From an optimization exercise on the open Yosys and OpenROAD flow, aimed at small area and a short achievable clock period; shortcuts taken in it are not production practice.
Where RTL was checked, it was by simulation tests only, not by an equivalence proof against the original.
The RTL of runs 1 and 2 was laid out without a check of its function.
No activity file was given, so power comes from the tool's default toggle rates.

$ cat design.v
`timescale 1ns/1ps
module exec_stage (
  input  logic                  clk,
  input  logic                  rst_n,
  input  logic                  run,
  input  logic                  ien,
  input  logic                  write_reg,
  input  logic [3:0]            alu_op,
  input  logic                  alu_src_a,
  input  logic                  alu_src_b,
  input  logic [1:0]            fwd_a,
  input  logic [1:0]            fwd_b,
  input  logic [2:0]            br_type,
  input  logic                  jump,
  input  logic [1:0]            reg_dst,
  input  logic [31:0]           rd1,
  input  logic [31:0]           rd2,
  input  logic [31:0]           immed,
  input  logic [31:0]           pc,
  input  logic [25:0]           inst_field,
  input  logic [31:0]           aluout_m2,
  input  logic [31:0]           wb_data,
  output logic                  br_take,
  output logic [31:0]           branch_target,
  output logic                  ien_m1,
  output logic                  write_reg_m1,
  output logic [31:0]           aluout_m1,
  output logic [31:0]           src_b_m1,
  output logic [4:0]            reg_dst_addr_m1,
  output logic                  br_inst_m1,
  output logic                  ov_m1
);
  localparam int ADDER = 1;   
  logic [31:0] a_fwd, b_fwd;
  always_comb begin
    case (fwd_a)
      2'd0:    a_fwd = rd1;
      2'd1:    a_fwd = aluout_m1;
      2'd2:    a_fwd = aluout_m2;
      default: a_fwd = wb_data;
    endcase
    case (fwd_b)
      2'd0:    b_fwd = rd2;
      2'd1:    b_fwd = aluout_m1;
      2'd2:    b_fwd = aluout_m2;
      default: b_fwd = wb_data;
    endcase
  end
  logic [31:0] pc4, pc8;
  logic [31:3] inc;   
  always_comb begin
    logic [31:3] t;
    t = {pc[30:3], 1'b1};
    for (int d = 1; d < 29; d = d * 2)
      for (int k = 31; k >= 3 + d; k--)
        if (((k - 3) % (2 * d)) >= d)
          t[k] = t[k] & t[3 + ((k - 3) / (2 * d)) * (2 * d) + d - 1];
    inc = t;
  end
  assign pc8 = {pc[31:3] ^ inc, pc[2:0]};
  assign pc4 = {pc[2] ? pc8[31:3] : pc[31:3], ~pc[2], pc[1:0]};
  logic        op_sub;    
  logic [31:0] opa, bx;
  assign op_sub = (alu_op[3:1] == 3'b001) | (alu_op[3:1] == 3'b100);
  assign opa = alu_src_a ? pc4 : a_fwd;
  assign bx  = (alu_src_b ? immed : b_fwd) ^ {32{op_sub}};
  logic [31:0] p, g;
  logic [32:0] c;   
  assign p = opa ^ bx;
  assign g = opa & bx;
  always_comb begin
    logic [32:0] gg, pp;
    gg = {g, op_sub};
    pp = {p, 1'b0};
    if (ADDER == 0) begin
      for (int d = 1; d < 33; d = d * 2)
        for (int i = 32; i >= d; i--) begin
          gg[i] = gg[i] | (pp[i] & gg[i-d]);
          pp[i] = pp[i] & pp[i-d];
        end
    end else if (ADDER == 2) begin
      for (int l = 0; l < 6; l++)
        for (int i = 32; i >= 0; i--)
          if ((i >> l) & 1) begin
            gg[i] = gg[i] | (pp[i] & gg[((i >> l) << l) - 1]);
            pp[i] = pp[i] & pp[((i >> l) << l) - 1];
          end
    end else begin
      for (int d = 1; d < 33; d = d * 2)
        for (int i = 2*d-1; i < 33; i = i + 2*d) begin
          gg[i] = gg[i] | (pp[i] & gg[i-d]);
          pp[i] = pp[i] & pp[i-d];
        end
      for (int d = 16; d >= 1; d = d / 2)
        for (int i = 3*d-1; i < 33; i = i + 2*d) begin
          gg[i] = gg[i] | (pp[i] & gg[i-d]);
          pp[i] = pp[i] & pp[i-d];
        end
    end
    c = gg;
  end
  logic lt_s, lt_u, ov;
  assign lt_s = p[31] ? ~c[31] : opa[31];
  assign lt_u = ~c[32];
  assign ov   = ((alu_op == 4'd0) | (alu_op == 4'd2)) & ~p[31] & (c[31] != opa[31]);
  logic        sh_left;
  logic [4:0]  sh_amt;
  logic [31:0] sr;
  assign sh_left = (alu_op == 4'd10) | (alu_op == 4'd13);
  assign sh_amt  = (alu_op == 4'd13) ? 5'd16 : inst_field[10:6];
  always_comb begin
    logic [31:0] s;
    logic        fill;
    fill = (alu_op == 4'd12) & bx[31];
    for (int i = 0; i < 32; i++) s[i] = sh_left ? bx[31-i] : bx[i];
    for (int k = 0; k < 5; k++)
      for (int i = 0; i < 32; i++)
        if (sh_amt[k]) s[i] = (i + (1 << k) < 32) ? s[(i + (1 << k)) % 32] : fill;
    sr = s;
  end
  logic e_sum, e_xor, e_and, e_nor, e_sr, e_sl;
  assign e_sum = (alu_op[3:2] == 2'b00);                  
  assign e_xor = (alu_op == 4'd6) | (alu_op == 4'd5);    
  assign e_and = (alu_op == 4'd4) | (alu_op == 4'd5);
  assign e_nor = (alu_op == 4'd7);
  assign e_sr  = (alu_op == 4'd11) | (alu_op == 4'd12);
  assign e_sl  = sh_left;
  logic [31:0] r;
  always_comb begin
    for (int i = 0; i < 32; i++)
      r[i] = (e_sum & (p[i] ^ c[i])) | (e_xor & p[i]) | (e_and & g[i]) |
             (e_nor & ~(p[i] | g[i])) | (e_sr & sr[i]) | (e_sl & sr[31-i]);
    r[0] = r[0] | ((alu_op == 4'd8) & lt_s) | ((alu_op == 4'd9) & lt_u);
  end
  logic eq, a_zero, a_neg;
  assign eq     = (a_fwd == b_fwd);
  assign a_zero = (a_fwd == 32'd0);
  assign a_neg  = a_fwd[31];
  always_comb begin
    case (br_type)
      3'd0:    br_take = 1'b0;
      3'd1:    br_take = 1'b1;
      3'd2:    br_take = eq;
      3'd3:    br_take = ~eq;
      3'd4:    br_take = a_neg | a_zero;
      3'd5:    br_take = a_neg;
      3'd6:    br_take = ~a_neg;
      default: br_take = ~a_neg & ~a_zero;
    endcase
  end
  assign branch_target = jump ? {pc4[31:28], inst_field, 2'b00} : r;
  logic br_inst;
  assign br_inst = (br_type != 3'd0);
  logic [4:0] dst;
  always_comb begin
    case (reg_dst)
      2'd0:    dst = inst_field[20:16];
      2'd1:    dst = inst_field[15:11];
      default: dst = 5'd31;
    endcase
  end
  always_ff @(posedge clk) begin
    if (!rst_n) begin
      ien_m1          <= 1'b0;
      write_reg_m1    <= 1'b0;
      br_inst_m1      <= 1'b0;
      ov_m1           <= 1'b0;
      aluout_m1       <= '0;
      src_b_m1        <= '0;
      reg_dst_addr_m1 <= '0;
    end else if (run) begin
      ien_m1          <= ien;
      write_reg_m1    <= write_reg & ~ov;
      br_inst_m1      <= br_inst;
      ov_m1           <= ov;
      aluout_m1       <= br_inst ? pc8 : r;
      src_b_m1        <= b_fwd;
      reg_dst_addr_m1 <= dst;
    end
  end
endmodule
$ cat flow/run.sh
#!/bin/bash
# Own layout flow: the standard synthesis (which names the registers), then
# an area-oriented resynthesis of the same RTL that keeps those registers, then
# the standard layout steps on the resynthesized netlist. Every tool writes
# its full output to a log file in the work folder.
set -uo pipefail
W=$(pwd)
F=$W/flow
YOSYS=$FLOW_HOME/../tools/install/yosys/bin/yosys
R=$W/orfs/results/$FLOW_PLATFORM/exec_stage/base
LIB=$FLOW_HOME/platforms/$FLOW_PLATFORM/lib/sky130_fd_sc_hd__tt_025C_1v80.lib

bash standard.sh synth > $W/std_synth.log 2>&1 || exit 1
cp $R/1_2_yosys.v $W/std_netlist.v

RTLIL=$R/1_1_yosys_canonicalize.rtlil LIB=$LIB ABC_SCRIPT=$F/abc.script OUT=$W/my_netlist.v \
  $YOSYS -c $F/mysynth.tcl > $W/my_synth.log 2>&1
if python3 $F/same_regs.py $W/std_netlist.v $W/my_netlist.v > $W/same_regs.log 2>&1; then
  cp $W/my_netlist.v $R/1_2_yosys.v
  rm -f $R/1_synth.odb $R/1_synth.sdc
fi

export BUFFER_PORTS_ARGS="-buffer_cell sky130_fd_sc_hd__buf_1"
bash standard.sh "BUFFER_PORTS_ARGS=$BUFFER_PORTS_ARGS" finish > $W/layout.log 2>&1
$ cat flow/abc.script
strash; dch -f; amap; topo
$ cat flow/mysynth.tcl
# Custom synthesis: the standard front end and register naming, then an
# area-oriented ABC mapping. Env: RTLIL (canonicalized design), LIB, ABC_SCRIPT, OUT.
yosys -import
set lib $::env(LIB)
set du {}
foreach c {sky130_fd_sc_hd__probe_p_8 sky130_fd_sc_hd__probec_p_8 sky130_fd_sc_hd__lpflow_*} { lappend du -dont_use $c }
read_rtlil $::env(RTLIL)
hierarchy -check -top exec_stage
synth -flatten -nofsm -noshare -top exec_stage -run :fine
synth -nofsm -noshare -top exec_stage -run fine:
chformal -remove
delete t:\$print
renames -wire
opt -purge
dfflibmap -liberty $lib {*}$du
opt
setundef -zero
abc -liberty $lib {*}$du -script $::env(ABC_SCRIPT)
splitnets
opt_clean -purge
hilomap -singleton -hicell sky130_fd_sc_hd__conb_1 HI -locell sky130_fd_sc_hd__conb_1 LO
insbuf -buf sky130_fd_sc_hd__buf_4 A X
# left out here: flatten, clean up, hide names made inside functions
tee -o $::env(OUT).stat stat -liberty $lib
check -assert -mapped
write_verilog -noattr -nohex -nodec $::env(OUT)
$ cat flow/same_regs.py
# Exit 0 only if both netlists hold the same flip-flops: same instance names,
# each of the same cell type.
import re, sys
pat = re.compile(r'^\s*(sky130_fd_sc_hd__(?:dfxtp|dfrtp|dfstp|dfbbp|dfxbp|dfrbp|dfsbp|edfxtp|sdf|dlx|dlrtp)\w*)\s+(\S+)\s*\(', re.M)
def regs(path):
    return sorted((m.group(2), m.group(1)) for m in pat.finditer(open(path).read()))
a, b = regs(sys.argv[1]), regs(sys.argv[2])
print(len(a), "registers in", sys.argv[1]); print(len(b), "registers in", sys.argv[2])
if a != b or not a:
    print("registers differ"); sys.exit(1)
print("same registers")
$ cat standard.sh
#!/bin/bash
# synth_recipe.tcl (not shown) runs the flow's synth.tcl, then flattens the netlist and writes it again
# the make line also repeats each setting of config.mk as NAME=value (left out here)
make -C /OpenROAD-flow-scripts/flow DESIGN_CONFIG=/design/flow/config.mk WORK_HOME=/design/flow/orfs CLKGATE_MAP_FILE= SYNTH_SCRIPT=/design/flow/synth_recipe.tcl "${@:-finish}"
$ cat config.mk
export PLATFORM = sky130hd
export DESIGN_NAME = exec_stage
export DESIGN_NICKNAME = exec_stage
export VERILOG_FILES = /design/flow/design.v
export SDC_FILE = /design/flow/constraint.sdc
export NUM_CORES = 4
export LEC_CHECK = 0
export CAP_MARGIN = 20
export CORE_MARGIN = 2
export CORE_UTILIZATION = 40
export SETUP_SLACK_MARGIN = 0.3
export SLEW_MARGIN = 20
export TNS_END_PERCENT = 100
$ cat constraint.sdc
create_clock -name core_clock -period 8.0 [get_ports {clk}]
set_input_delay 1.6000 -clock core_clock [delete_from_list [all_inputs] [get_ports {clk}]]
set_output_delay 1.6000 -clock core_clock [all_outputs]
set_load 0.01 [all_outputs]
==> impl_metrics.json, run 1 <==
{
  "cts_tree": "yes",
  "endpoint_kind": "output pin",
  "die_area_um2": 25900,
  "met1_length_mm": 23.7,
  "htreeDepth": 3,
  "die_x_um": 161,
  "final_common_cell": "buf_4",
  "rsz0062_at_grt": "true",
  "clkLatencyLatePin_ps": 350,
  "worst_slack_ps": -742,
  "fin_crit_sh": 1.09,
  "nets": 2756,
  "r2r_start": "aluout_m1[19]$_SDFFE_PN0P_",
  "root_buffer": "clkbuf_16",
  "final_cell_mix": "buf_4, buf_1, nor2_1, o22ai_1, clkinv_1",
  "drv_cap": 0,
  "rows": 57,
  "violations": "setup timing",
  "max_stage_delay_ps": 560,
  "synth_area_per_cell_um2": 6.20,
  "grt_usage": 0.446,
  "postSynthNetCount": 1829,
  "p_per_area_nw_per_um2": 148,
  "grt_pass1_wl_mm": 91.1,
  "wl_met2_mm": 27.8,
  "required_ps": 6400,
  "cts_hold_buf": 0,
  "clkTransAtPathRegs_ps": 70,
  "yosys_warnings": 1,
  "vias_per_cell": 6.45,
  "vias": 18400,
  "grt_max_degree": 79,
  "first_iter_violations": 2868,
  "clock-skew-final_ps": 12.0,
  "syn_area_um2": 9860,
  "wl_met3_mm": 7.44,
  "clockBufferDepth": 2,
  "io_pins": 345,
  "period_minus_slack_ps": 8740,
  "core_area_um2": 24200,
  "netlist_instances": 1590,
  "grt_overflow": 0,
  "worstMarginPinSlew_ps": 1090,
  "start_kind": "primary input",
  "hold_start": "ov_m1$_SDFFE_PN0P_",
  "critPathTopFamily": "simple AND/OR/NAND/NOR gates",
  "dp_cells": 2718,
  "drive_above_1_share": 0.310,
  "layoutNonFillerInstCount": 2849,
  "finalMaxSlewViolations": 0,
  "detail-route-antenna-nets": 0,
  "syn2layout_area_growth_pct": 77.4,
  "drtPass1Iterations": 8,
  "hold_viol_final": 0,
  "gp_congestion": 1.08,
  "place_hpwl_mm": 47.5,
  "leakage_nw": 7.17,
  "max-vdd-ir-drop_uv": 118,
  "path_buf_inv": 8,
  "relSlewSlack": 0.271,
  "whs_ps": 489,
  "cts_sinks": 73,
  "critPathSlowestCell": "or4_4",
  "crit_start": "pc[3]",
  "cts_made_buffers": 9,
  "clock.fmax_ghz": 0.114,
  "first_global_vias": 16400,
  "drc": 0,
  "numPortBuffers": 344,
  "worstHoldPathType": "flip-flop to flip-flop",
  "highest_layer": "met4",
  "arrival_ps": 7140,
  "initial_utilization": 0.407,
  "die_h_um": 161,
  "antenna_found_initial": 2,
  "crit_type": "primary input to output pin",
  "finalSetupViolations": 9,
  "cp_max_fo": 3,
  "wl_mm": 63.4,
  "routedWlPerCell_um": 22.3,
  "fin_tns_setup_ps": -3690,
  "status": "finished with violations"
}
report_power, final:
part           internal (mW)  switching [mW]  total (mW)
combinational          0.779           0.937        1.72
clock                  0.272           0.188       0.461
sequential             0.389          0.0279       0.417
cell type report:
class | count | area, µm²
multi-input combinational | 1352 | 8680
fill | 2027 | 6750
timing repair buffer | 915 | 5950
sequential | 73 | 1460
inverter | 166 | 683
tap | 324 | 405
clock buffer | 10 | 229
clock inverter | 5 | 81.3
antenna | 4 | 10.0
timing repair:
action	in CTS	in global routing
setup endpoints to repair	20	33
resized for setup	124	175
pin swaps	43	44
cloned	0	2
setup buffers	77	31
hold endpoints to repair	0	0
path summary, 6_finish.rpt:
check	slack (ps)	cells past startpoint	to
setup / recovery	-740	35	branch_target[31]
hold / removal	490	2	ov_m1$_SDFFE_PN0P_
setup reg to reg	2180	32	aluout_m1[0]$_SDFFE_PN0P_
hold reg to reg	490	2	ov_m1$_SDFFE_PN0P_
metrics by stage:
step | power, mW | util | setup slack, ps | area, µm²
2_1_floorplan | 1.10 | - | -35.6 | 10100
3_3_place_gp | 1.81 | 0.632 | -788 | 15300
3_5_place_dp | 1.83 | 0.632 | -984 | 15300
4_1_cts | 2.39 | 0.684 | -474 | 16600
5_1_grt | 2.69 | 0.721 | -946 | 17500
6_report | 2.59 | 0.722 | -742 | 17500
metal layers:
metal | vias to the layer above | track usage
met2 | 1471 | 0.708
met4 | 0 | 0.255
met5 | - | 0
met3 | 307 | 0.0645
li1 | 8147 | -
met1 | 8461 | 0.580
worst min-delay path, delay by kind of cell (launching register included):
family	cells	cell delay, ps
DFF	1	310
and+or+nand+nor	2	130
flip-flops by register name, indices dropped and copies added, names as in the netlist:
signal           count
reg_dst_addr_m1      5
ov_m1                1
br_inst_m1           1
write_reg_m1         1
aluout_m1           32
ien_m1               1
src_b_m1            32
==> run 2, diff against run 1 <==
==> flow/abc.script (replaced) <==
&get -n; &st; &dch -f; &nf -R 1000 -p -F 8 -A 4; &put
==> impl_metrics.json, run 2 <==
{
  "arrival_ps": 6080,
  "cts_sinks": 73,
  "syn_area_um2": 10100,
  "finalSetupViolations": 0,
  "worstHoldPathType": "flip-flop to flip-flop",
  "clock.fmax_ghz": 0.130,
  "routedWlPerCell_um": 23.0,
  "cts_hold_buf": 0,
  "vias_per_cell": 6.22,
  "hold_start": "ien_m1$_SDFFE_PN0P_",
  "top_regs": "aluout_m1: 32 flops, src_b_m1: 32 flops, reg_dst_addr_m1: 5 flops",
  "rsz0062_at_grt": "true",
  "io_pins": 345,
  "htreeDepth": 3,
  "endpoint": "branch_target[29]",
  "r2r_slack_ps": 3130,
  "multiInputGateArea_um2": 8950,
  "grt_pass1_wl_mm": 83.9,
  "detail-route-antenna-nets": 0,
  "status": "no timing/DRC/antenna violations",
  "placedInstanceArea_um2": 13400,
  "ff2ff_path_depth": 23,
  "fillers": 2584,
  "finalMaxSlewViolations": 0,
  "drtPass1Iterations": 10,
  "clkTransAtPathRegs_ps": 70,
  "clockBufferDepth": 2,
  "start_kind": "primary input",
  "clock-skew-final_ps": 13.3,
  "grt_max_degree": 74,
  "worstMarginPinSlew_ps": 1110,
  "layoutNonFillerInstCount": 2488,
  "finalPower_mw": 2.35,
  "drv_cap": 0,
  "wl_mm": 57.3,
  "period_minus_slack_ps": 7680,
  "antenna_found_initial": 6,
  "drive_above_1_share": 0.148,
  "crit_start": "fwd_a[0]",
  "numPortBuffers": 344,
  "synth_area_per_cell_um2": 6.40,
  "vias": 15500,
  "max-vdd-ir-drop_uv": 91.5,
  "postSynthNetCount": 1812,
  "timing.rr.end": "write_reg_m1$_SDFFE_PN0P_",
  "place_hpwl_mm": 45.6,
  "die_x_um": 163,
  "syn2layout_area_growth_pct": 43.2,
  "first_global_vias": 14000,
  "design_area_um2": 14400,
  "cts_made_buffers": 9,
  "first_iter_violations": 2367,
  "netlist_instances": 1573,
  "relSlewSlack": 0.259,
  "r2r_start": "aluout_m1[8]$_SDFFE_PN0P_",
  "drc": 0,
  "p_per_area_nw_per_um2": 163,
  "fin_tns_setup_ps": 0,
  "initial_utilization": 0.403,
  "yosys_warnings": 1,
  "leakage_nw": 5.54,
  "final_cell_mix": "buf_1, nand2_1, o21ai_0, buf_4, a21oi_1",
  "rows": 58,
  "fin_crit_sh": 0.960,
  "clkLatencyLatePin_ps": 360,
  "cp_max_fo": 6,
  "grt_overflow": 0,
  "crit_type": "primary input to output pin",
  "dp_cells": 2436,
  "grt_usage": 0.413,
  "root_buffer": "clkbuf_16",
  "nets": 2386,
  "gp_congestion": 0.998,
  "cts_tree": "yes",
  "final_common_cell": "buf_1",
  "regArea_um2": 1460,
  "endpoint_kind": "output pin",
  "die_h_um": 163,
  "hold_viol_final": 0,
  "core_area_um2": 25000,
  "die_area_um2": 26500,
  "required_ps": 6400
}
[run 2: cell count changes in the layout (fill, tap and decap cells not counted), moves of 55 or more]
cell | before | now
buf_4 | 504 | 203
nand2_1 | 130 | 297
o21ai_0 | 116 | 270
nor2_1 | 278 | 147
clkinv_1 | 138 | 15
o22ai_1 | 143 | 27
xnor2_1 | 1 | 73
o22a_1 | 72 | 2
buf_6 | 62 | 3
a21oi_1 | 107 | 165
mux2i_1 | 0 | 55
[run 2: layout make-up]
cell class,count,area share
Antenna cell,6,0.00104
Clock buffer,10,0.0159
Clock inverter,6,0.00798
Inverter,16,0.00417
Multi-Input combinational cell,1484,0.621
Sequential cell,73,0.101
Tap cell,330,0.0286
Timing Repair Buffer,563,0.220
[run 2: layer usage]
layer | wire length, µm | vias up | track usage
met4 | 2360 | 2 | 0.145
met5 | 8 | - | 0
met1 | 23300 | 7148 | 0.566
li1 | - | 7129 | -
met2 | 25500 | 1037 | 0.662
met3 | 6210 | 165 | 0.0583
[run 2: power breakdown]
group	total [mW]	leakage [nW]	internal [mW]	switching, mW
Combinational	1.42	4.77	0.570	0.849
Sequential	0.419	0.605	0.391	0.0284
Clock	0.507	0.163	0.308	0.199
Total	2.35	5.54	1.27	1.08
[run 2: worst min-delay path by stage]
stage,endpoint,cells after the start
after detailed placement,ien_m1$_SDFFE_PN0P_,2
after global placement,ien_m1$_SDFFE_PN0P_,2
after CTS,ien_m1$_SDFFE_PN0P_,2
after global routing,ien_m1$_SDFFE_PN0P_,2
final,ien_m1$_SDFFE_PN0P_,2
after floorplan,ien_m1$_SDFFE_PN0P_,2
[run 2: what timing repair did]
action | CTS | global route
pin swaps | 10 | 46
setup buffers | 5 | 23
setup endpoints to repair | 15 | 31
gates resized for setup | 24 | 112
hold endpoints to repair | 0 | 0
gates cloned | 0 | 2
[run 2: stage by stage]
step | util | setup slack [ps] | hold slack [ps]
final | 0.578 | 323 | 482
after detailed placement | 0.536 | -129 | 472
after global routing | 0.577 | 111 | 539
after CTS | 0.554 | 268 | 482
after floorplan | - | 307 | 494
after global placement | 0.536 | 79.0 | 463
[run 2: worst max-delay path, stage by stage]
cell and delay [ps]:
buf_8 110, nor2b_4 150, a222oi_1 370, nand2_1 200, a222oi_1 460, buf_4 200, nand2_1 70, nand2_1 100
o21ai_2 80, a21oi_2 150, o221ai_1 150, a21oi_1 170, o31ai_2 100, buf_4 150, a221o_1 390, nand4_1 90
nand4_1 210, a31oi_4 240, buf_6 130, xor2_1 140, nor2_1 70, a221oi_2 190, o221ai_1 150, nor2_1 190
mux2i_1 90, buf_2 160
==> run 3, diff against run 2 <==
--- a/design.v
+++ b/design.v
@@ -30,7 +30,7 @@
   output logic                  br_inst_m1,
   output logic                  ov_m1
 );
-  localparam int ADDER = 1;   
+  localparam int ADDER = 2;   
   logic [31:0] a_fwd, b_fwd;
   always_comb begin
     case (fwd_a)
==> impl_metrics.json, run 3 <==
{
  "grt_pass1_wl_mm": 83.6,
  "clock-skew-final_ps": 12.9,
  "pwr-share-clk": 0.186,
  "endpoint_kind": "output pin",
  "clockBufferDepth": 2,
  "power.switching_mw": 1.10,
  "root_buffer": "clkbuf_16",
  "drv_cap": 0,
  "core_area_um2": 25000,
  "ff2ff_path_depth": 26,
  "gp_congestion": 1.03,
  "start_kind": "primary input",
  "crit_start": "fwd_a[0]",
  "seq_power_share": 0.187,
  "grtUsageMet2": 0.669,
  "die_area_um2": 26600,
  "cts_sinks": 73,
  "clkLatencyLatePin_ps": 360,
  "die_x_um": 163,
  "finalMaxSlewViolations": 0,
  "yosys_warnings": 1,
  "rows": 58,
  "detail-route-antenna-nets": 0,
  "r2r_slack_ps": 3410,
  "antenna_found_initial": 4,
  "initial_utilization": 0.404,
  "syn_area_um2": 10100,
  "grt_util_met3": 0.0578,
  "htreeDepth": 3,
  "hold_viol_final": 0,
  "rsz0062_at_grt": "true",
  "arrival_ps": 5950,
  "postSynthNetCount": 1838,
  "top_regs": "aluout_m1: 32 flops, src_b_m1: 32 flops, reg_dst_addr_m1: 5 flops",
  "place_ws_ps": 107,
  "met1_usage": 0.549,
  "swShare": 0.493,
  "routedWlPerCell_um": 23.3,
  "dp_cells": 2437,
  "cts_made_buffers": 9,
  "timing.rr.end": "aluout_m1[20]$_SDFFE_PN0P_",
  "nets": 2365,
  "relSlewSlack": 0.315,
  "cp_max_fo": 14,
  "io_pins": 345,
  "fin_crit_sh": 0.944,
  "wl_mm": 57.5,
  "syn2layout_area_growth_pct": 36.7,
  "status": "no timing/DRC/antenna violations",
  "layoutNonFillerInstCount": 2468,
  "period_minus_slack_ps": 7550,
  "leakage_nw": 5.19,
  "worstHoldPathType": "flip-flop to flip-flop",
  "numPortBuffers": 344,
  "required_ps": 6400,
  "clock.fmax_ghz": 0.132,
  "drtPass1Iterations": 9,
  "netlist_instances": 1599,
  "p_int_mw": 1.13,
  "whs_ps": 484,
  "fin_tns_setup_ps": 0,
  "die_h_um": 163,
  "grt_overflow": 0,
  "final_cell_mix": "buf_1, nand2_1, o21ai_0, a21oi_1, buf_4",
  "r2r_start": "aluout_m1[4]$_SDFFE_PN0P_",
  "pwr-share-comb": 0.627,
  "first_iter_violations": 2475,
  "max-vdd-ir-drop_uv": 108,
  "top_usage_layer": "met2",
  "final_common_cell": "buf_1",
  "grt_max_degree": 74,
  "place_hpwl_mm": 46.6,
  "vias": 15600,
  "clkTransAtPathRegs_ps": 70,
  "endpoint": "branch_target[16]",
  "vias_per_cell": 6.30,
  "p_per_area_nw_per_um2": 161,
  "synth_area_per_cell_um2": 6.32,
  "first_global_vias": 14000,
  "drc": 0,
  "worst_slack_ps": 446,
  "worstMarginPinSlew_ps": 1030,
  "crit_type": "primary input to output pin",
  "grt_usage": 0.413,
  "finalSetupViolations": 0,
  "drive_above_1_share": 0.122,
  "cts_tree": "yes"
}
## run 3: power groups by stage
stage / clock network, mW / registers, mW / logic [mW]
4_1_cts: 0.408 / 0.416 / 1.30
2_1_floorplan: 0 / 0.429 / 0.703
3_3_place_gp: 0 / 0.424 / 1.30
3_5_place_dp: 0 / 0.423 / 1.29
6_report: 0.414 / 0.418 / 1.40
5_1_grt: 0.426 / 0.419 / 1.49
## run 3: worst min-delay path by stage
| stage | start | cells past startpoint | end |
|---|---|---|---|
| 2_1_floorplan | ien_m1$_SDFFE_PN0P_ | 2 | ien_m1$_SDFFE_PN0P_ |
| 3_3_place_gp | ien_m1$_SDFFE_PN0P_ | 2 | ien_m1$_SDFFE_PN0P_ |
| 3_5_place_dp | ien_m1$_SDFFE_PN0P_ | 2 | ien_m1$_SDFFE_PN0P_ |
| 4_1_cts | ien_m1$_SDFFE_PN0P_ | 2 | ien_m1$_SDFFE_PN0P_ |
| 5_1_grt | write_reg_m1$_SDFFE_PN0P_ | 2 | write_reg_m1$_SDFFE_PN0P_ |
| 6_report | write_reg_m1$_SDFFE_PN0P_ | 2 | write_reg_m1$_SDFFE_PN0P_ |
## run 3: critical path, stage by stage
cell	delay [ps]
buf_1	130
nor2b_2	190
buf_4	200
a222oi_1	460
nand2_1	190
a221o_1	440
or2_0	250
buf_4	140
nand2_1	80
nor2_1	50
buf_4	150
nand4b_1	110
o311ai_2	130
nand3_1	110
o2111ai_2	150
buf_4	170
buf_4	140
a21oi_1	160
xor2_1	90
a21oi_1	150
o221ai_1	120
a211oi_1	290
buf_4	180
o21ai_0	80
buf_1	170
## run 3: area by class of cell
class	instances	area [µm²]
inverter	14	52.6
clock buffer	9	225
fill	2682	11200
antenna	7	17.5
sequential	73	1460
timing repair buffer	516	2670
multi-input combinational	1512	8920
tap	330	413
clock inverter	7	58.8
## run 3: repair_timing
action / 4_1_cts / 5_1_grt
hold buffers: 0 / 0
resized for setup: 6 / 88
hold endpoints to repair: 0 / 0
buffers inserted: 0 / 8
gates cloned: 0 / 0
endpoints found under the setup margin: 9 / 32
pin swaps: 0 / 7
## run 3: through the flow
step / util / total power, mW / area, µm²
floorplan: - / 1.13 / 10100
global placement: 0.526 / 1.72 / 13200
finish: 0.552 / 2.23 / 13800
CTS: 0.538 / 2.13 / 13500
global route: 0.552 / 2.33 / 13800
detailed placement: 0.526 / 1.72 / 13200
## run 3: layer usage
layer | vias up | share of wire
met5 | - | 0
met4 | 0 | 0.048
met3 | 186 | 0.10
met2 | 1123 | 0.45
met1 | 7108 | 0.39
li1 | 7138 | -
==> run 4, diff against run 3 <==
--- a/config.mk
+++ b/config.mk
@@ -8,6 +8,8 @@
 export CAP_MARGIN = 20
 export CORE_MARGIN = 2
 export CORE_UTILIZATION = 40
+export CTS_BUF_LIST = sky130_fd_sc_hd__clkbuf_4 sky130_fd_sc_hd__clkbuf_8
+export GPL_TIMING_DRIVEN = 0
 export SETUP_SLACK_MARGIN = 0.3
 export SLEW_MARGIN = 20
 export TNS_END_PERCENT = 100
==> impl_metrics.json, run 4 <==
{
  "clkLatencyLatePin_ps": 380,
  "cts_made_buffers": 9,
  "die_h_um": 163,
  "die_area_um2": 26600,
  "drc": 0,
  "rsz0062_at_grt": "false",
  "postSynthNetCount": 1838,
  "arrival_ps": 6030,
  "antenna_found_initial": 9,
  "drive_above_1_share": 0.0996,
  "routedWlPerCell_um": 23.5,
  "numPortBuffers": 344,
  "regArea_um2": 1460,
  "io_pins": 345,
  "clock-skew-final_ps": 15.4,
  "layoutNonFillerInstCount": 2366,
  "root_buffer": "clkbuf_8",
  "status": "no timing/DRC/antenna violations",
  "design_area_um2": 13500,
  "start_kind": "primary input",
  "synth_area_per_cell_um2": 6.32,
  "finalPower_mw": 2.05,
  "worst_slack_ps": 369,
  "hold_viol_final": 0,
  "grt_max_degree": 50,
  "max-vdd-ir-drop_uv": 83.5,
  "period_minus_slack_ps": 7630,
  "place_hpwl_mm": 42.9,
  "grt_usage": 0.398,
  "relSlewSlack": 0.265,
  "clockBufferDepth": 2,
  "multiInputGateArea_um2": 9280,
  "cp_max_fo": 12,
  "top_regs": "aluout_m1: 32 flops, src_b_m1: 32 flops, reg_dst_addr_m1: 5 flops",
  "cts_sinks": 73,
  "p_per_area_nw_per_um2": 152,
  "vias_per_cell": 6.33,
  "required_ps": 6400,
  "die_x_um": 163,
  "cts_hold_buf": 0,
  "dp_cells": 2298,
  "first_iter_violations": 2039,
  "worstMarginPinSlew_ps": 1100,
  "detail-route-antenna-nets": 0,
  "grt_pass1_wl_mm": 79.8,
  "fin_crit_sh": 0.954,
  "clock.fmax_ghz": 0.131,
  "gp_congestion": 0.994,
  "drtPass1Iterations": 10,
  "cts_tree": "yes",
  "endpoint_kind": "output pin",
  "final_common_cell": "buf_1",
  "syn2layout_area_growth_pct": 33.8,
  "worstHoldPathType": "flip-flop to flip-flop",
  "grt_overflow": 0,
  "first_global_vias": 13100,
  "rows": 58,
  "crit_type": "primary input to output pin",
  "clkTransAtPathRegs_ps": 100,
  "htreeDepth": 3,
  "finalMaxSlewViolations": 0,
  "core_area_um2": 25000,
  "fillers": 2632,
  "wl_mm": 55.6,
  "place_ws_ps": -1290,
  "initial_utilization": 0.404,
  "netlist_instances": 1599,
  "placedInstanceArea_um2": 12400,
  "yosys_warnings": 1,
  "nets": 2262,
  "drv_cap": 0,
  "vias": 15000,
  "fin_util": 0.540,
  "finalSetupViolations": 0,
  "final_cell_mix": "buf_1, nand2_1, o21ai_0, a21oi_1, nor2_1",
  "syn_area_um2": 10100,
  "leakage_nw": 4.88
}
[run 4: layer usage]
| metal | vias up | wire, µm | share of wire | GRT usage |
|---|---|---|---|---|
| met1 | 6971 | 22400 | 0.40 | 0.522 |
| met5 | - | 13 | 0.00023 | 0 |
| li1 | 6952 | - | - | - |
| met2 | 923 | 25200 | 0.45 | 0.635 |
| met3 | 132 | 5770 | 0.10 | 0.0858 |
| met4 | 2 | 2250 | 0.040 | 0.160 |
[run 4: worst max-delay path: stages]
cell       delay (ps)
clkbuf_4          190
nor2_4            320
buf_4             220
a222oi_1           90
nand2_1            80
o21ai_0           280
o21ai_1           310
xnor2_2           160
or2_0             230
nand2_1           190
nand4b_1          280
o311ai_4          130
nand3_1           190
o2111ai_4         190
nand3b_1          130
buf_4             180
buf_4             140
nand2_1           160
a21oi_1           110
xnor2_1           140
a21oi_1           430
o21ai_0           130
buf_1             140
[run 4: metrics by stage]
step | setup TNS, ps | hold WS [ps]
after floorplan | 0 | 494
after global placement | -134150 | 466
after detailed placement | -18560 | 477
after CTS | 0 | 490
after global routing | 0 | 521
final | 0 | 498
[run 4: worst paths after layout]
path	start	end	slack, ps	cells past startpoint
max	fwd_b[0]	branch_target[24]	370	23
min	ien_m1$_SDFFE_PN0P_	ien_m1$_SDFFE_PN0P_	500	2
max reg2reg	aluout_m1[1]$_SDFFE_PN0P_	aluout_m1[22]$_SDFFE_PN0P_	3390	23
min reg2reg	ien_m1$_SDFFE_PN0P_	ien_m1$_SDFFE_PN0P_	500	2
[run 4: power breakdown]
| part | switching [mW] | internal [mW] | leakage (nW) |
|---|---|---|---|
| logic | 0.846 | 0.451 | 4.18 |
| registers | 0.0255 | 0.391 | 0.605 |
| clock network | 0.177 | 0.163 | 0.102 |
| total | 1.05 | 1.01 | 4.88 |
[run 4: final cells by class]
class / instances / share of cell area
flip-flops and latches: 73 / 0.108
repair buffers: 408 / 0.154
clock inverters: 5 / 0.00462
clock buffers: 11 / 0.0112
diodes: 8 / 0.00148
well taps: 330 / 0.0305
inverters: 14 / 0.00407
multi-input cells: 1517 / 0.686
[run 4: repair_timing]
item / in CTS / in global routing
setup endpoints to repair: 32 / 32
cloned: 5 / 0
buffers inserted: 22 / 17
pin swaps: 9 / 17
resized for setup: 59 / 106
==> run 5, diff against run 4 <==
--- a/config.mk
+++ b/config.mk
@@ -10,6 +10,7 @@
 export CORE_UTILIZATION = 40
 export CTS_BUF_LIST = sky130_fd_sc_hd__clkbuf_4 sky130_fd_sc_hd__clkbuf_8
 export GPL_TIMING_DRIVEN = 0
+export PLACE_DENSITY = 0.9
 export SETUP_SLACK_MARGIN = 0.3
 export SLEW_MARGIN = 20
 export TNS_END_PERCENT = 100
==> impl_metrics.json, run 5 <==
{
  "die_area_um2": 26600,
  "numPortBuffers": 344,
  "crit_type": "primary input to output pin",
  "r2r_start": "aluout_m1[1]$_SDFFE_PN0P_",
  "power.switching_mw": 1.06,
  "detail-route-antenna-nets": 0,
  "max-vdd-ir-drop_uv": 88.1,
  "cts_sinks": 73,
  "place_ws_ps": -1220,
  "final_cell_mix": "buf_1, nand2_1, o21ai_0, a21oi_1, nor2_1",
  "finalMaxSlewViolations": 0,
  "crit_start": "fwd_b[0]",
  "clock.fmax_ghz": 0.130,
  "period_minus_slack_ps": 7690,
  "htreeDepth": 3,
  "cts_made_buffers": 9,
  "synth_area_per_cell_um2": 6.32,
  "hold_viol_final": 0,
  "clkTransAtPathRegs_ps": 110,
  "fin_crit_sh": 0.962,
  "worstMarginPinSlew_ps": 1110,
  "die_h_um": 163,
  "leakage_nw": 4.80,
  "nets": 2263,
  "drtPass1Iterations": 13,
  "finalPower_mw": 2.01,
  "vias_per_cell": 6.75,
  "timing.rr.end": "aluout_m1[24]$_SDFFE_PN0P_",
  "worstHoldPathType": "flip-flop to flip-flop",
  "p_per_area_nw_per_um2": 151,
  "clock-skew-final_ps": 16.4,
  "seq_power_share": 0.206,
  "antenna_found_initial": 6,
  "drive_above_1_share": 0.0892,
  "finalSetupViolations": 0,
  "syn_area_um2": 10100,
  "grt_usage": 0.385,
  "fillers": 2509,
  "ff2ff_path_depth": 22,
  "clkLatencyLatePin_ps": 380,
  "root_buffer": "clkbuf_8",
  "syn2layout_area_growth_pct": 31.6,
  "endpoint_kind": "output pin",
  "worst_slack_ps": 305,
  "pwr-share-clk": 0.151,
  "r2r_slack_ps": 3210,
  "rsz0062_at_grt": "true",
  "drv_cap": 0,
  "postSynthNetCount": 1838,
  "relSlewSlack": 0.261,
  "io_pins": 345,
  "place_hpwl_mm": 42.0,
  "top_regs": "aluout_m1: 32 flops, src_b_m1: 32 flops, reg_dst_addr_m1: 5 flops",
  "grt_pass1_wl_mm": 79.0,
  "status": "no timing/DRC/antenna violations",
  "initial_utilization": 0.404,
  "final_common_cell": "buf_1",
  "pwr-share-comb": 0.643,
  "rows": 58,
  "wl_mm": 55.3,
  "vias": 16000,
  "first_global_vias": 14100,
  "yosys_warnings": 1,
  "p_int_mw": 0.953,
  "start_kind": "primary input",
  "arrival_ps": 6090,
  "first_iter_violations": 2924,
  "required_ps": 6400,
  "grt_overflow": 0,
  "netlist_instances": 1599,
  "core_area_um2": 25000,
  "grt_max_degree": 53,
  "cts_hold_buf": 0,
  "gp_congestion": 1.05,
  "routedWlPerCell_um": 23.4,
  "clockBufferDepth": 2,
  "die_x_um": 163,
  "swShare": 0.527,
  "cts_tree": "yes",
  "drc": 0,
  "endpoint": "branch_target[30]",
  "cp_max_fo": 12
}
[run 5: through the flow]
step / cells / hold slack [ps] / utilization / instance area (µm²) / TNS (ps)
final: 2364 / 493 / 0.532 / 13300 / 0
after detailed placement: 2297 / 474 / 0.492 / 12300 / -18620
after global routing: 2363 / 504 / 0.532 / 13300 / 0
after global placement: 2273 / 464 / 0.472 / 11800 / -116990
after CTS: 2338 / 490 / 0.513 / 12900 / 0
after floorplan: 1599 / 494 / - / 10100 / 0
[run 5: worst min-delay path by stage]
stage / from / to / slack (ps) / cells after the start
2_1_floorplan: ien_m1$_SDFFE_PN0P_ / ien_m1$_SDFFE_PN0P_ / 490 / 2
3_3_place_gp: ien_m1$_SDFFE_PN0P_ / ien_m1$_SDFFE_PN0P_ / 460 / 2
4_1_cts: ien_m1$_SDFFE_PN0P_ / ien_m1$_SDFFE_PN0P_ / 490 / 2
6_report: ien_m1$_SDFFE_PN0P_ / ien_m1$_SDFFE_PN0P_ / 490 / 2
3_5_place_dp: ien_m1$_SDFFE_PN0P_ / ien_m1$_SDFFE_PN0P_ / 470 / 2
5_1_grt: write_reg_m1$_SDFFE_PN0P_ / write_reg_m1$_SDFFE_PN0P_ / 500 / 2
[run 5: repair_timing]
item,CTS,global route
cloned,4,2
endpoints found under the setup margin,32,30
pin swaps,9,21
setup buffers,21,19
gates resized for setup,45,89
[run 5: routing by layer]
layer | part of all wire | track usage | up-vias
li1 | - | - | 6956
met1 | 0.36 | 0.489 | 7205
met2 | 0.42 | 0.582 | 1455
met3 | 0.14 | 0.0830 | 334
met4 | 0.088 | 0.264 | 2
met5 | 0.00024 | 0 | -
[run 5: final cells by class]
cell class / instances / area (µm²) / share of cell area
Antenna cell: 5 / 12.5 / 0.000940
Inverter: 14 / 57.6 / 0.00432
Multi-Input combinational cell: 1518 / 9140 / 0.687
Clock inverter: 7 / 58.8 / 0.00442
Timing Repair Buffer: 408 / 2040 / 0.154
Clock buffer: 9 / 124 / 0.00931
Tap cell: 330 / 413 / 0.0310
Sequential cell: 73 / 1460 / 0.110
[run 5: critical path, stage by stage]
cell and delay, ps:
clkbuf_4 210, nor2_4 360, buf_4 200, a222oi_1 100, nand2_1 110, o21ai_2 110, o21ai_0 430, xnor2_1 200
nor2b_1 210, nor2_2 180, nand2_1 140, nor4_4 370, nand3_2 140, o2111ai_4 170, nand3b_1 120, buf_4 180
nor3b_4 240, clkinv_1 90, o21ai_0 250, xor2_1 110, o21ai_1 180, nor2_1 70, a21oi_1 150, buf_1 170
[run 5: power groups by stage]
stage               Clock, mW  Combinational, mW  Sequential, mW
floorplan                   0              0.703           0.429
global placement            0               1.10           0.420
detailed placement          0               1.13           0.421
CTS                     0.295               1.17           0.413
global route            0.312               1.37           0.417
finish                  0.304               1.29           0.415
==> run 6, diff against run 5 <==
--- a/design.v
+++ b/design.v
@@ -125,13 +125,18 @@
   assign e_nor = (alu_op == 4'd7);
   assign e_sr  = (alu_op == 4'd11) | (alu_op == 4'd12);
   assign e_sl  = sh_left;
-  logic [31:0] r;
+  logic [31:0] y0, x0, r;
+  logic        k_r, k_bt;
+  assign k_r  = e_sum;
+  assign k_bt = e_sum & ~jump;
   always_comb begin
     for (int i = 0; i < 32; i++)
-      r[i] = (e_sum & (p[i] ^ c[i])) | (e_xor & p[i]) | (e_and & g[i]) |
-             (e_nor & ~(p[i] | g[i])) | (e_sr & sr[i]) | (e_sl & sr[31-i]);
-    r[0] = r[0] | ((alu_op == 4'd8) & lt_s) | ((alu_op == 4'd9) & lt_u);
+      y0[i] = ((e_sum | e_xor) & p[i]) | (e_and & g[i]) |
+              (e_nor & ~(p[i] | g[i])) | (e_sr & sr[i]) | (e_sl & sr[31-i]);
+    y0[0] = y0[0] | ((alu_op == 4'd8) & lt_s) | ((alu_op == 4'd9) & lt_u);
   end
+  assign x0 = jump ? {pc4[31:28], inst_field, 2'b00} : y0;
+  assign r  = y0 ^ (c[31:0] & {32{k_r}});
   logic eq, a_zero, a_neg;
   assign eq     = (a_fwd == b_fwd);
   assign a_zero = (a_fwd == 32'd0);
@@ -148,7 +153,7 @@
       default: br_take = ~a_neg & ~a_zero;
     endcase
   end
-  assign branch_target = jump ? {pc4[31:28], inst_field, 2'b00} : r;
+  assign branch_target = x0 ^ (c[31:0] & {32{k_bt}});
   logic br_inst;
   assign br_inst = (br_type != 3'd0);
   logic [4:0] dst;
--- a/config.mk
+++ b/config.mk
@@ -10,7 +10,6 @@
 export CORE_UTILIZATION = 40
 export CTS_BUF_LIST = sky130_fd_sc_hd__clkbuf_4 sky130_fd_sc_hd__clkbuf_8
 export GPL_TIMING_DRIVEN = 0
-export PLACE_DENSITY = 0.9
 export SETUP_SLACK_MARGIN = 0.3
 export SLEW_MARGIN = 20
 export TNS_END_PERCENT = 100
==> impl_metrics.json, run 6 <==
{
  "status": "no timing/DRC/antenna violations",
  "cts_sinks": 73,
  "critPathTopFamily": "simple AND/OR/NAND/NOR gates",
  "crit_start": "pc[3]",
  "path_cells": "clkbuf_4 > nand3_4 > nor2_4 > nand3_4 > nor3_4 > and3_1 > xnor2_1 > a211oi_1 > nor2b_1 > nor2_1 > and2_0 > nand3_1 > o221ai_2 > nand3_1 > nand2_1 > a31oi_4 > nor2_2 > nor4_1 > nor4_1 > o31ai_1 > xor2_1 > nor2_1 > buf_1",
  "start_kind": "primary input",
  "hold_start": "ien_m1$_SDFFE_PN0P_",
  "cts_tree": "yes",
  "numPortBuffers": 344,
  "syn_area_um2": 10100,
  "die_area_um2": 26400,
  "core_area_um2": 24900,
  "max_stage_delay_ps": 510,
  "vias": 14900,
  "critPathSlowestCell": "a211oi_1",
  "r2r_start": "aluout_m1[0]$_SDFFE_PN0P_",
  "max-vdd-ir-drop_uv": 76.2,
  "first_global_vias": 13100,
  "fillers": 2581,
  "grt_max_degree": 50,
  "netlist_instances": 1577,
  "antenna_found_initial": 2,
  "root_buffer": "clkbuf_8",
  "grt_pass1_wl_mm": 79.7,
  "drive_above_1_share": 0.113,
  "required_ps": 6400,
  "endpoint_kind": "output pin",
  "detail-route-antenna-nets": 0,
  "synth_area_per_cell_um2": 6.37,
  "rows": 58,
  "first_iter_violations": 2123,
  "arrival_ps": 5990,
  "worstHoldPathType": "flip-flop to flip-flop",
  "clockBufferDepth": 2,
  "fin_crit_sh": 0.949,
  "clock.fmax_ghz": 0.132,
  "dp_cells": 2278,
  "worstMarginPinSlew_ps": 1140,
  "fin_tns_setup_ps": 0,
  "period_minus_slack_ps": 7590,
  "finalSetupViolations": 0,
  "die_x_um": 163,
  "drtPass1Iterations": 9,
  "yosys_warnings": 1,
  "relSlewSlack": 0.239,
  "die_h_um": 163,
  "drv_cap": 0,
  "rsz0062_at_grt": "true",
  "clock-skew-final_ps": 24.2,
  "top_regs": "aluout_m1: 32 flops, src_b_m1: 32 flops, reg_dst_addr_m1: 5 flops",
  "clkLatencyLatePin_ps": 400,
  "initial_utilization": 0.404,
  "leakage_nw": 4.81,
  "gp_congestion": 0.978,
  "hold_viol_final": 0,
  "nets": 2247,
  "cts_hold_buf": 0,
  "layoutNonFillerInstCount": 2346,
  "finalMaxSlewViolations": 0,
  "wl_mm": 55.2,
  "io_pins": 345,
  "grt_usage": 0.394,
  "syn2layout_area_growth_pct": 35.5,
  "cts_made_buffers": 9,
  "path_buf_inv": 2,
  "whs_ps": 489,
  "postSynthNetCount": 1816,
  "grt_overflow": 0,
  "clkTransAtPathRegs_ps": 100,
  "cp_max_fo": 7,
  "routedWlPerCell_um": 23.5,
  "place_hpwl_mm": 42.7,
  "crit_type": "primary input to output pin",
  "htreeDepth": 3,
  "drc": 0,
  "final_common_cell": "buf_1",
  "final_cell_mix": "buf_1, nand2_1, o21ai_0, nor2_1, a21oi_1",
  "p_per_area_nw_per_um2": 146,
  "vias_per_cell": 6.35
}
## run 6: worst register-to-register path, stage by stage (launching register included)
cell      delay (ps)
dfxtp_1          400
a222oi_1         310
nand2_1          120
o21ai_2          140
nor2_1            90
a21oi_2          220
mux2i_1          130
nand2_1           80
clkinv_1         100
o31ai_4          360
nor3_4            90
o31ai_2          270
buf_4            170
nor3_2            50
a211oi_2         260
nor3_2            80
buf_4            160
or2_4            290
a21oi_4          160
nand2b_4         150
o21ai_0          110
xnor2_1          170
buf_4            150
mux2i_1          280
mux2i_1          120
nor2b_1          120
## run 6: repair_timing
action / 4_1_cts / 5_1_grt
pin swaps: 11 / 31
endpoints found under the setup margin: 32 / 29
gates resized for setup: 86 / 132
setup buffers: 15 / 30
cloned: 2 / 2
endpoints found under the hold margin: 0 / 0
## run 6: power breakdown
part           internal [mW]  total (mW)  switching, mW
Combinational          0.444        1.25          0.810
Sequential             0.391       0.417         0.0258
Clock                  0.124       0.312          0.188
## run 6: layout make-up
class | instances | area, µm² | share of cell area
Tap cell | 330 | 413 | 0.0303
Multi-Input combinational cell | 1500 | 9310 | 0.684
Clock inverter | 6 | 48.8 | 0.00358
Timing Repair Buffer | 417 | 2210 | 0.162
Sequential cell | 73 | 1460 | 0.107
Inverter | 7 | 26.3 | 0.00193
Clock buffer | 10 | 138 | 0.0101
Antenna cell | 3 | 7.51 | 0.000551
## run 6: path summary, 6_finish.rpt
| kind | to | slack, ps | depth (start not counted) |
|---|---|---|---|
| max reg2reg | aluout_m1[30]$_SDFFE_PN0P_ | 3380 | 25 |
| min | ien_m1$_SDFFE_PN0P_ | 490 | 2 |
| max | branch_target[0] | 410 | 23 |
| min reg2reg | ien_m1$_SDFFE_PN0P_ | 490 | 2 |
## run 6: metrics by stage
step / cell area (µm²) / worst slack [ps] / total power, mW / util
after detailed placement: 12300 / -1420 / 1.50 / 0.495
after global placement: 11800 / -3680 / 1.48 / 0.473
final: 13600 / 407 / 1.98 / 0.547
after CTS: 12900 / 251 / 1.86 / 0.520
after floorplan: 10100 / 348 / 1.07 / -
after global routing: 13600 / 175 / 2.09 / 0.547
## run 6: routing by layer
layer | GRT usage | vias up | wire (µm)
li1 | - | 6865 | -
met1 | 0.545 | 6971 | 22500
met2 | 0.629 | 946 | 25000
met3 | 0.0672 | 107 | 5920
met4 | 0.117 | 0 | 1670
met5 | 0 | - | 0
==> run 7, diff against run 6 <==
--- a/design.v
+++ b/design.v
@@ -164,23 +164,18 @@
       default: dst = 5'd31;
     endcase
   end
+  logic ld, hold, ld_br, ld_alu;
+  assign ld     = rst_n & run;
+  assign hold   = rst_n & ~run;
+  assign ld_br  = ld & br_inst;
+  assign ld_alu = ld & ~br_inst;
   always_ff @(posedge clk) begin
-    if (!rst_n) begin
-      ien_m1          <= 1'b0;
-      write_reg_m1    <= 1'b0;
-      br_inst_m1      <= 1'b0;
-      ov_m1           <= 1'b0;
-      aluout_m1       <= '0;
-      src_b_m1        <= '0;
-      reg_dst_addr_m1 <= '0;
-    end else if (run) begin
-      ien_m1          <= ien;
-      write_reg_m1    <= write_reg & ~ov;
-      br_inst_m1      <= br_inst;
-      ov_m1           <= ov;
-      aluout_m1       <= br_inst ? pc8 : r;
-      src_b_m1        <= b_fwd;
-      reg_dst_addr_m1 <= dst;
-    end
+    ien_m1          <= (ld & ien)                     | (hold & ien_m1);
+    write_reg_m1    <= (ld & write_reg & ~ov)         | (hold & write_reg_m1);
+    br_inst_m1      <= ld_br                          | (hold & br_inst_m1);
+    ov_m1           <= (ld & ov)                      | (hold & ov_m1);
+    aluout_m1       <= ({32{ld_br}} & pc8) | ({32{ld_alu}} & r) | ({32{hold}} & aluout_m1);
+    src_b_m1        <= ({32{ld}} & b_fwd)             | ({32{hold}} & src_b_m1);
+    reg_dst_addr_m1 <= ({5{ld}} & dst)                | ({5{hold}} & reg_dst_addr_m1);
   end
 endmodule
--- a/config.mk
+++ b/config.mk
@@ -10,6 +10,7 @@
 export CORE_UTILIZATION = 40
 export CTS_BUF_LIST = sky130_fd_sc_hd__clkbuf_4 sky130_fd_sc_hd__clkbuf_8
 export GPL_TIMING_DRIVEN = 0
+export PLACE_DENSITY = 0.9
 export SETUP_SLACK_MARGIN = 0.3
 export SLEW_MARGIN = 20
 export TNS_END_PERCENT = 100
==> impl_metrics.json, run 7 <==
{
  "top_regs": "aluout_m1: 32 flops, src_b_m1: 32 flops, reg_dst_addr_m1: 5 flops",
  "grt_usage": 0.372,
  "period_minus_slack_ps": 7750,
  "vias": 14700,
  "clock.fmax_ghz": 0.129,
  "clockBufferDepth": 2,
  "path_cells": "buf_2 > nor2b_4 > buf_12 > buf_4 > a222oi_1 > o21ai_0 > nor2_1 > o21a_1 > or3_1 > o221ai_1 > a32oi_1 > nand2_1 > a31oi_4 > or3_4 > nand2b_1 > a21o_1 > nand2b_1 > a21oi_2 > xnor2_1 > nor2_1 > a21oi_1 > buf_1",
  "routedWlPerCell_um": 23.3,
  "start_kind": "primary input",
  "whs_ps": 447,
  "drive_above_1_share": 0.0829,
  "leakage_nw": 4.53,
  "fin_crit_sh": 0.968,
  "numPortBuffers": 344,
  "max_stage_delay_ps": 560,
  "rows": 57,
  "drv_cap": 0,
  "grt_overflow": 0,
  "cts_made_buffers": 9,
  "layoutNonFillerInstCount": 2196,
  "place_ws_ps": -633,
  "finalMaxSlewViolations": 0,
  "root_buffer": "clkbuf_8",
  "finalSetupViolations": 0,
  "syn2layout_area_growth_pct": 31.2,
  "drc": 0,
  "first_global_vias": 13400,
  "die_area_um2": 25600,
  "detail-route-antenna-nets": 0,
  "final_common_cell": "buf_1",
  "first_iter_violations": 2673,
  "worst_slack_ps": 253,
  "wl_mm": 51.3,
  "cts_tree": "yes",
  "netlist_instances": 1464,
  "fin_util": 0.530,
  "relSlewSlack": 0.308,
  "worstHoldPathType": "flip-flop to flip-flop",
  "path_buf_inv": 4,
  "vias_per_cell": 6.68,
  "grt_pass1_wl_mm": 75.6,
  "initial_utilization": 0.404,
  "yosys_warnings": 1,
  "critPathTopFamily": "compound AO/OA/AOI/OAI gates",
  "final_cell_mix": "buf_1, nand2_1, nor2_1, o21ai_0, a21oi_1",
  "hold_viol_final": 0,
  "status": "no timing/DRC/antenna violations",
  "cts_sinks": 73,
  "syn_area_um2": 9730,
  "postSynthNetCount": 1703,
  "htreeDepth": 3,
  "cts_hold_buf": 0,
  "gp_congestion": 1.02,
  "cp_max_fo": 8,
  "grt_max_degree": 53,
  "p_per_area_nw_per_um2": 152,
  "rsz0062_at_grt": "true",
  "io_pins": 345,
  "critPathSlowestCell": "o21ai_0",
  "drtPass1Iterations": 11,
  "worstMarginPinSlew_ps": 1040,
  "place_hpwl_mm": 38.0,
  "die_h_um": 160,
  "clkTransAtPathRegs_ps": 90,
  "arrival_ps": 6150,
  "antenna_found_initial": 4,
  "dp_cells": 2144,
  "core_area_um2": 24100,
  "clkLatencyLatePin_ps": 400,
  "crit_type": "primary input to output pin",
  "required_ps": 6400,
  "endpoint_kind": "output pin",
  "synth_area_per_cell_um2": 6.65,
  "max-vdd-ir-drop_uv": 104,
  "clock-skew-final_ps": 19.0,
  "nets": 2103,
  "die_x_um": 160
}
run 7: power by group:
part           internal [mW]  switching [mW]  leakage [nW]  total [mW]
sequential             0.391          0.0263         0.602       0.417
combinational          0.412           0.773          3.83        1.18
clock                  0.157           0.185         0.104       0.342
total                  0.960           0.984          4.53        1.94
run 7: worst paths after layout:
check | from | end | slack (ps) | cells after the start
worst max-delay path | fwd_a[0] | branch_target[28] | 250 | 22
worst min register to register | reg_dst_addr_m1[3]$_DFF_P_ | reg_dst_addr_m1[3]$_DFF_P_ | 450 | 2
worst min-delay path | reg_dst_addr_m1[3]$_DFF_P_ | reg_dst_addr_m1[3]$_DFF_P_ | 450 | 2
worst max register to register | aluout_m1[31]$_DFF_P_ | aluout_m1[18]$_DFF_P_ | 3730 | 18
run 7: metal layers:
metal  routed length, µm  track usage
met1               18900        0.469
met2               22100        0.575
met3                6900       0.0878
met4                3270        0.229
met5                  11            0
run 7: worst reg2reg max path: stages, from the launching register on:
cell,delay [ps]
dfxtp_1,430
a222oi_1,140
a21oi_1,340
mux2i_1,220
xnor2_2,410
nor2_1,90
nor2_1,170
nor2_1,60
a21oi_1,190
a21oi_1,130
nand2_1,110
o21ai_0,120
nand2_1,140
o21ai_0,120
o21ai_0,490
o21ai_0,150
a211oi_1,280
xnor2_1,320
o221ai_1,220
run 7: timing repair:
| item | 4_1_cts | 5_1_grt |
|---|---|---|
| endpoints found under the setup margin | 32 | 32 |
| resized for setup | 26 | 82 |
| endpoints found under the hold margin | 0 | 0 |
| gates cloned | 4 | 0 |
| pin swaps | 6 | 10 |
| setup buffers | 18 | 11 |
run 7: layout make-up:
class,instances,area (µm²)
fill,2350,11300
multi-input combinational,1385,8770
timing repair buffer,385,1870
sequential,73,1460
tap,324,405
clock buffer,10,138
clock inverter,6,72.6
inverter,10,37.5
antenna,3,7.51
run 7: per-stage QoR:
step | instance area (µm²) | power (mW) | setup TNS (ps)
finish | 12800 | 1.94 | 0
global route | 12800 | 2.03 | 0
CTS | 12300 | 1.83 | 0
detailed placement | 11800 | 1.47 | -6500
global placement | 11400 | 1.45 | -94880
floorplan | 9730 | 1.09 | 0
==> run 8, diff against run 7 <==
--- a/design.v
+++ b/design.v
@@ -133,10 +133,11 @@
     for (int i = 0; i < 32; i++)
       y0[i] = ((e_sum | e_xor) & p[i]) | (e_and & g[i]) |
               (e_nor & ~(p[i] | g[i])) | (e_sr & sr[i]) | (e_sl & sr[31-i]);
-    y0[0] = y0[0] | ((alu_op == 4'd8) & lt_s) | ((alu_op == 4'd9) & lt_u);
   end
   assign x0 = jump ? {pc4[31:28], inst_field, 2'b00} : y0;
-  assign r  = y0 ^ (c[31:0] & {32{k_r}});
+  logic slt;
+  assign slt = ((alu_op == 4'd8) & lt_s) | ((alu_op == 4'd9) & lt_u);
+  assign r   = (y0 ^ (c[31:0] & {32{k_r}})) | {31'd0, slt};
   logic eq, a_zero, a_neg;
   assign eq     = (a_fwd == b_fwd);
   assign a_zero = (a_fwd == 32'd0);
@@ -153,7 +154,7 @@
       default: br_take = ~a_neg & ~a_zero;
     endcase
   end
-  assign branch_target = x0 ^ (c[31:0] & {32{k_bt}});
+  assign branch_target = (x0 ^ (c[31:0] & {32{k_bt}})) | {31'd0, slt & ~jump};
   logic br_inst;
   assign br_inst = (br_type != 3'd0);
   logic [4:0] dst;
==> impl_metrics.json, run 8 <==
{
  "period_minus_slack_ps": 7770,
  "core_area_um2": 24100,
  "leakage_nw": 4.65,
  "first_iter_violations": 3036,
  "clkLatencyLatePin_ps": 400,
  "highest_layer": "met5",
  "rows": 57,
  "finalMaxSlewViolations": 0,
  "die_x_um": 160,
  "drtPass1Iterations": 11,
  "routedWlPerCell_um": 24.3,
  "layoutNonFillerInstCount": 2213,
  "power.switching_mw": 1.00,
  "drive_above_1_share": 0.101,
  "clockBufferDepth": 2,
  "gp_congestion": 1.03,
  "pwr-share-clk": 0.184,
  "synth_area_per_cell_um2": 6.64,
  "wl_mm": 53.8,
  "fin_crit_sh": 0.972,
  "placedInstanceArea_um2": 11900,
  "seq_power_share": 0.208,
  "netlist_instances": 1466,
  "grt_pass1_wl_mm": 76.9,
  "hold_viol_final": 0,
  "cp_max_fo": 8,
  "die_area_um2": 25600,
  "rsz0062_at_grt": "true",
  "p_per_area_nw_per_um2": 154,
  "cts_made_buffers": 9,
  "htreeDepth": 3,
  "swShare": 0.500,
  "vias_per_cell": 6.80,
  "initial_utilization": 0.404,
  "path_cells": "buf_2 > nor2b_4 > buf_4 > a222oi_1 > o21ai_0 > nor2_1 > a211oi_1 > or2_0 > and2_0 > nand3_1 > or3_4 > o21ai_4 > nand3_4 > nand2_2 > nand2_1 > clkinv_1 > nand2_1 > a21oi_2 > xor2_2 > o21ai_0 > buf_1",
  "detail-route-antenna-nets": 0,
  "critPathSlowestCell": "o21ai_0",
  "wl_met2_mm": 22.8,
  "clock-skew-final_ps": 14.1,
  "top_regs": "aluout_m1: 32 flops, src_b_m1: 32 flops, reg_dst_addr_m1: 5 flops",
  "io_pins": 345,
  "place_hpwl_mm": 38.7,
  "cts_sinks": 73,
  "clock.fmax_ghz": 0.129,
  "grt_max_degree": 63,
  "design_area_um2": 13000,
  "relSlewSlack": 0.244,
  "holdPathStages": 2,
  "drc": 0,
  "start_kind": "primary input",
  "nets": 2119,
  "ff2ff_path_depth": 22,
  "grt_usage": 0.384,
  "wl_met3_mm": 7.57,
  "vias": 15100,
  "numPortBuffers": 344,
  "root_buffer": "clkbuf_8",
  "antenna_found_initial": 7,
  "syn2layout_area_growth_pct": 33.9,
  "yosys_warnings": 1,
  "postSynthNetCount": 1705,
  "met1_length_mm": 19.4,
  "arrival_ps": 6170,
  "required_ps": 6400,
  "finalSetupViolations": 0,
  "syn_area_um2": 9730,
  "grt_overflow": 0,
  "drv_cap": 0,
  "path_buf_inv": 4,
  "cts_tree": "yes",
  "final_common_cell": "buf_1",
  "worstMarginPinSlew_ps": 1130,
  "status": "no timing/DRC/antenna violations",
  "pwr-share-comb": 0.609,
  "final_cell_mix": "buf_1, nand2_1, nor2_1, o21ai_0, a21oi_1",
  "clkTransAtPathRegs_ps": 90,
  "cp.depth": 21,
  "worstHoldPathType": "flip-flop to flip-flop",
  "max-vdd-ir-drop_uv": 87.4,
  "max_stage_delay_ps": 740,
  "critPathTopFamily": "simple AND/OR/NAND/NOR gates",
  "p_int_mw": 1.00,
  "die_h_um": 160,
  "endpoint_kind": "output pin",
  "dp_cells": 2150,
  "crit_type": "primary input to output pin",
  "first_global_vias": 13400,
  "whs_ps": 449
}
## run 8: changes by cell type in the layout (fill, tap and decap cells not counted), moves of 6 or more
| cell | previous run | this run |
|---|---|---|
| clkinv_1 | 10 | 4 |
| o21ai_1 | 10 | 18 |
| mux2i_1 | 47 | 54 |
| buf_12 | 14 | 6 |
| buf_4 | 23 | 37 |
| o22ai_1 | 21 | 14 |
| xnor2_1 | 65 | 56 |
| xor2_1 | 34 | 40 |
## run 8: layout make-up
type,count,area [µm²]
timing repair buffer,398,2000
clock inverter,6,90.1
fill,2311,11100
antenna,4,10.0
multi-input combinational,1393,8910
clock buffer,10,138
tap,324,405
sequential,73,1460
inverter,5,18.8
## run 8: metal layers
metal | vias up | global-route usage
met5 | - | 0
met4 | 2 | 0.244
met3 | 315 | 0.102
met2 | 1360 | 0.584
met1 | 6875 | 0.481
li1 | 6502 | -
## run 8: what timing repair did
action,4_1_cts,5_1_grt
pin swaps,4,21
hold buffers,0,0
hold endpoints to repair,0,0
gates cloned,4,2
buffers inserted,18,19
gates resized for setup,57,89
endpoints found under the setup margin,36,31
## run 8: through the flow
step	util	worst slack, ps	setup TNS, ps	power (mW)
after global placement	0.474	-3200	-93980	1.44
after CTS	0.517	211	0	1.87
final	0.540	228	0	2.01
after detailed placement	0.492	-2040	-32110	1.47
after global routing	0.540	86.6	0	2.08
after floorplan	-	316	0	1.08
## run 8: worst min-delay path, cell delays in order (launching register included)
cell and delay (ps):
dfxtp_1 320, nand2_1 50, nand2_1 40
## run 8: path summary, 6_finish.rpt
kind | from | end | slack [ps]
max | fwd_a[0] | branch_target[25] | 230
min | reg_dst_addr_m1[1]$_DFF_P_ | reg_dst_addr_m1[1]$_DFF_P_ | 450
max reg2reg | aluout_m1[1]$_DFF_P_ | aluout_m1[25]$_DFF_P_ | 3280
min reg2reg | reg_dst_addr_m1[1]$_DFF_P_ | reg_dst_addr_m1[1]$_DFF_P_ | 450
## run 8: power by group through the flow
| stage | Sequential, mW | Combinational (mW) | Clock (mW) |
|---|---|---|---|
| finish | 0.417 | 1.22 | 0.368 |
| CTS | 0.415 | 1.09 | 0.363 |
| floorplan | 0.429 | 0.649 | 0 |
| global placement | 0.422 | 1.02 | 0 |
| detailed placement | 0.423 | 1.05 | 0 |
| global route | 0.418 | 1.29 | 0.377 |

port drivers added, routing unchanged:
Ports are ideal in the flow. The routed layouts listed here were re-timed in OpenROAD.
Step 1 sets driving cells, clkbuf_16 on the clock port and buf_2 on the other inputs (assumed; they add their load-dependent delay and slew).
Step 2, shift: input delay + t, output delay - t, t = (earliest + latest rising clock arrival at the registers) / 2. This alone moves slack from input paths to output paths.
Slacks: ideal ports / drivers / drivers and shift; pairs: ideal ports / drivers.
| run | shift t [ns] | slack for setup (ns) | pins driven straight from the clock port |
|---|---|---|---|
| run 1 | 0.391 | -0.742 / -0.794 / -0.794 | 1 |
| run 2 | 0.402 | 0.323 / 0.249 / 0.249 | 1 |
| run 3 | 0.400 | 0.446 / 0.413 / 0.413 | 1 |
| run 4 | 0.419 | 0.369 / 0.333 / 0.333 | 1 |
| run 5 | 0.422 | 0.305 / 0.278 / 0.278 | 1 |
| run 6 | 0.437 | 0.407 / 0.236 / 0.236 | 1 |
| run 7 | 0.429 | 0.253 / 0.222 / 0.222 | 1 |
| run 8 | 0.434 | 0.228 / 0.060 / 0.060 | 1 |
For run 6, which loses most, drivers alone change the setup slack by -0.171 ns; drivers and shift together by -0.171 ns.
